Context: an optimization exercise on an open-source flow, tuned for small area. The choices shown serve that exercise and are no tape-out recipe. Only simulation tests tie the RTL to the original design; equivalence was not proved. Power is estimated from default activity; no workload was simulated.

== the previous run ==
// t2mi_pps_top
module t2mi_pps_top #(
    parameter int ticks_per_second = 100_000
) (
    input  logic        clk_100mhz,
    input  logic        rst_n_sync,
    input  logic        t2mi_valid,
    input  logic [7:0]  t2mi_data,
    input  logic        t2mi_sync,
    input  logic        ext_pps_in,
    input  logic [26:0] cable_delay,
    input  logic [26:0] antenna_delay,
    output logic        pps_out,
    output logic [39:0] time_seconds,
    output logic [26:0] time_subseconds,
    output logic        time_valid,
    output logic        sync_locked,
    output logic        ext_pps_locked,
    output logic [1:0]  active_source,
    output logic [7:0]  parser_error_count,
    output logic        led_sync,
    output logic        led_pps,
    output logic        led_error,
    output logic        led_ext_pps
);
For scale: roughly 8500 um^2 of cells after synthesis.
export LEC_CHECK = 0
export CAP_MARGIN = 20
export CORE_MARGIN = 2
export CORE_UTILIZATION = 40
export CTS_BUF_LIST = sky130_fd_sc_hd__clkbuf_8
export CTS_CLUSTER_SIZE = 50
export SLEW_MARGIN = 20
create_clock -name core_clock -period 10.0 [get_ports {clk_100mhz}]
standard.sh (not shown) runs the stock make flow with config.mk's settings and CLKGATE_MAP_FILE= SYNTH_SCRIPT=/design/flow/synth_recipe.tcl, a recipe that flattens the netlist after the stock synthesis.
==> flow/flow/run.sh <==
#!/bin/bash
# Own layout flow:
#   1. the standard synthesis (standard.sh), unchanged;
#   2. its combinational logic re-mapped by ABC for area (the flip-flops, their
#      names and cell types are kept exactly as the standard synthesis made them);
#   3. the standard layout of that netlist, with the smallest buffer on ports.
# Each tool's full output goes to a log file in the work folder.
set -euo pipefail
W=$(pwd)
R=$W/orfs/results/$FLOW_PLATFORM/t2mi_pps_top/base
YOSYS=$FLOW_HOME/../tools/install/yosys/bin/yosys
command -v yosys >/dev/null 2>&1 && YOSYS=$(command -v yosys)
LIB=$FLOW_HOME/platforms/$FLOW_PLATFORM/lib/sky130_fd_sc_hd__tt_025C_1v80.lib

bash standard.sh synth > flow_synth.log 2>&1
cp $R/1_2_yosys.v $W/std_synth.v

DU=$(sed -n '/DONT_USE_CELLS/,/^$/p' $FLOW_HOME/platforms/$FLOW_PLATFORM/config.mk \
     | grep -o 'sky130_fd_sc_hd__[a-z0-9_]*' | sed 's/^/-dont_use /' | tr '\n' ' ')
sed -e "s|@LIB@|$LIB|g" -e "s|@DU@|$DU|g" -e "s|@IN@|$W/std_synth.v|g" \
    -e "s|@OUT@|$W/remap_synth.v|g" -e "s|@ABC@|$W/flow/area.abc|g" \
    -e "s|@TOP@|$FLOW_TOP|g" flow/remap.ys > remap.ys
$YOSYS -l flow_remap.log -q remap.ys > /dev/null 2>&1

cp $W/remap_synth.v $R/1_2_yosys.v
touch $R/1_2_yosys.v
rm -f $R/1_synth.odb $R/1_synth.sdc

export BUFFER_PORTS_ARGS="-buffer_cell sky130_fd_sc_hd__buf_1"
bash standard.sh finish > flow_layout.log 2>&1
==> flow/flow/area.abc <==
strash
balance
rewrite
refactor
balance
rewrite
rewrite -z
balance
refactor -z
rewrite -z
balance
dch -f
amap
topo
==> flow/flow/remap.ys <==
# Re-map the standard synthesis's combinational logic for area.
read_liberty -ignore_miss_func -ignore_miss_dir @LIB@
read_verilog @IN@
hierarchy -top @TOP@
# flip-flops and tie cells stay as they are
setattr -mod -set keep_hierarchy 1 sky130_fd_sc_hd__df* sky130_fd_sc_hd__edf* sky130_fd_sc_hd__conb_1
flatten
opt_clean
abc -liberty @LIB@ @DU@ -script @ABC@
opt_clean -purge
hilomap -singleton -hicell sky130_fd_sc_hd__conb_1 HI -locell sky130_fd_sc_hd__conb_1 LO
splitnets
opt_clean -purge
blackbox sky130_fd_sc_hd__*
tee -o @OUT@.stat stat -liberty @LIB@
write_verilog -noattr -nohex -nodec @OUT@
[inputs] the current run vs the previous run
-- flow/design.v --
<<< the previous run, line 37
    wire byte_in  = t2mi_valid && !t2mi_sync;
    wire sync_in  = t2mi_valid && t2mi_sync;
    wire pay_last = (ts || (cnt[12:4] == '0)) && (cnt[3:1] == '0) && !(cnt[0] && rem);
    wire len_zero = (cnt[12:5] == '0) && (t2mi_data == '0);
    wire ts_len   = (cnt[12:5] == '0) && (t2mi_data >= 8'd81) && (t2mi_data <= 8'd88);
>>> the current run, line 37
    wire byte_in  = t2mi_valid && !t2mi_sync;
    wire sync_in  = t2mi_valid && t2mi_sync;
    wire pay_last = (cnt[12:1] == '0) && !(cnt[0] && rem);
    wire len_zero = (cnt[12:5] == '0) && (t2mi_data == '0);
    wire ts_len   = (cnt[12:5] == '0) && (t2mi_data >= 8'd81) && (t2mi_data <= 8'd88);
<<< the previous run, line 98
                end
                ST_PAY: begin
                    if (pay_last)  cnt[1:0] <= 2'd0;
                    else if (ts)   cnt[3:0] <= cnt_dec[3:0];
                    else           cnt      <= cnt_dec;
                    if (ts) begin
                        if (cnt[3:0] == 4'd5) cnt[4]    <= (t2mi_data == '0);
                        if (cnt[3:0] == 4'd4) cnt[4]    <= cnt[4] && (t2mi_data[7:6] == '0);
                        if (cnt[3:0] == 4'd3) cnt[12:5] <= t2mi_data;
                    end
                end
                ST_CRC: cnt[1:0] <= cnt[1:0] + 1'b1;
>>> the current run, line 98
                end
                ST_PAY: begin
                    if (pay_last) cnt[1:0] <= 2'd0;
                    else          cnt      <= cnt_dec;
                end
                ST_CRC: cnt[1:0] <= cnt[1:0] + 1'b1;
<<< the previous run, line 114
    wire ts_byte = byte_in && (st == ST_PAY) && ts;
    logic [39:0]   st_sec;
    logic [16:11]  st_sub_hi;
    logic [2:0]    st_sub_lo;
    wire  [TW-1:0] st_sub   = {st_sub_hi, cnt[12:5], st_sub_lo};
    wire           st_hi_ok = cnt[4];    
    always_ff @(posedge clk_100mhz) begin
        if (ts_byte) begin
            if (cnt[3:0] >= 4'd6) st_sec <= {st_sec[31:0], t2mi_data};
            if (cnt[3:0] == 4'd4) st_sub_hi <= t2mi_data[5:0];
            if (cnt[3:0] == 4'd2) st_sub_lo <= t2mi_data[7:5];
        end
    end
>>> the current run, line 108
    wire ts_byte = byte_in && (st == ST_PAY) && ts;
    logic [39:0]   st_sec;
    logic [TW-1:0] st_sub;
    logic          st_hi_ok;    
    always_ff @(posedge clk_100mhz) begin
        if (ts_byte) begin
            if (cnt[3:0] >= 4'd6) st_sec <= {st_sec[31:0], t2mi_data};
            if (cnt[3:0] == 4'd5) st_hi_ok <= (t2mi_data == '0);
            if (cnt[3:0] == 4'd4) begin
                st_hi_ok      <= st_hi_ok && (t2mi_data[7:6] == '0);
                st_sub[16:11] <= t2mi_data[5:0];
            end
            if (cnt[3:0] == 4'd3) st_sub[10:3] <= t2mi_data;
            if (cnt[3:0] == 4'd2) st_sub[2:0]  <= t2mi_data[7:5];
        end
    end
<<< the previous run, line 229
    localparam int HI = TPS + 16;
    logic          s1, s2, s3, ext_pulse;
    logic          have_ref, good_once;
    localparam logic [16:0] L_SEED = 17'h00001;   
    localparam logic [16:0] L_LOM1 = 17'h13887;   
    localparam logic [16:0] L_HI   = 17'h08cac;   
    localparam logic [16:0] L_OVER = 17'h11958;   
    logic [16:0] lfsr;
    logic        win;
    always_ff @(posedge clk_100mhz) begin
        if (ext_pulse) begin
            lfsr <= L_SEED;
            win  <= 1'b0;
        end else begin
            lfsr <= {lfsr[15:0], lfsr[16] ^ lfsr[13]};
            if (lfsr == L_LOM1)    win <= 1'b1;
            else if (lfsr == L_HI) win <= 1'b0;
        end
    end
    wire p_over = (lfsr == L_OVER);
    wire p_ok   = win;
    always_ff @(posedge clk_100mhz or negedge rst_n_sync) begin
        if (!rst_n_sync) begin
>>> the current run, line 226
    localparam int HI = TPS + 16;
    logic          s1, s2, s3, ext_pulse;
    logic [PW-1:0] pcnt;        
    logic          have_ref, good_once;
    localparam logic [PW-1:0] PLO = PW'(LO);
    logic [PW-1:0] pcnt_inc;
    logic [PW:0]   pcnt_cy;
    logic          p_lt;
    always_comb begin
        pcnt_cy[0] = 1'b1;
        p_lt       = 1'b0;    
        for (int i = 0; i < PW; i++) begin
            pcnt_inc[i]  = pcnt[i] ^ pcnt_cy[i];
            pcnt_cy[i+1] = pcnt[i] & pcnt_cy[i];
            p_lt         = PLO[i] ? (!pcnt[i] || p_lt) : (!pcnt[i] && p_lt);
        end
    end
    wire p_over = (pcnt == PW'(HI + 1));
    wire p_ok   = !p_lt && !p_over;
    always_ff @(posedge clk_100mhz) begin
        pcnt <= ext_pulse ? PW'(1) : pcnt_inc;
    end
    always_ff @(posedge clk_100mhz or negedge rst_n_sync) begin
        if (!rst_n_sync) begin
==> run notes <==
- The current run has completed all stages; timing, DRC and antenna checks passed.
- Compared with the previous run, the current run shows a higher horizontal extent of the die.
- Sort the previous run and the current run by met3 wirelength from detailed routing, ascending, and the previous run comes first.
- Y dimension of the die, the previous run and the current run: smaller value in the previous run
- Compared with the previous run, the current run shows share of power burned in the clock network higher by 0.9 points.
- The final reports for the current run and the previous run show layout sequential cell count higher in the former.

==> re-timing with driven ports <==
The results above use ideal ports. As a check the final layouts listed here were re-extracted and re-timed, cells and wires unchanged. Step 1 assumes that a clkbuf_16 drives the clock port and a buf_2 every other input. Step 2 adds t to the input delays and takes it off the output delays; t is the mean of the earliest and latest rising clock arrival at the registers after step 1. Input paths then give back, and output paths get back, about the clock's delay inside the block. Slacks: ideal / step 1 / step 2; pairs: ideal / step 1.
| run | t (ns) | slack for setup (ns) | latest minus earliest clock arrival (ns) | worst slew at a driven data input, ns | pins driven straight from the clock port |
|---|---|---|---|---|---|
| the previous run | 0.486 | 0.919 / 0.939 / 0.453 | 0.014 / 0.014 | 0.06 | 1 |
| the current run | 0.506 | 1.011 / 1.032 / 0.527 | 0.026 / 0.027 | 0.07 | 1 |
After both steps setup and hold are still met in every run listed. For the current run, which loses most, drivers alone change the setup slack by +0.021 ns; drivers and shift together by -0.484 ns.
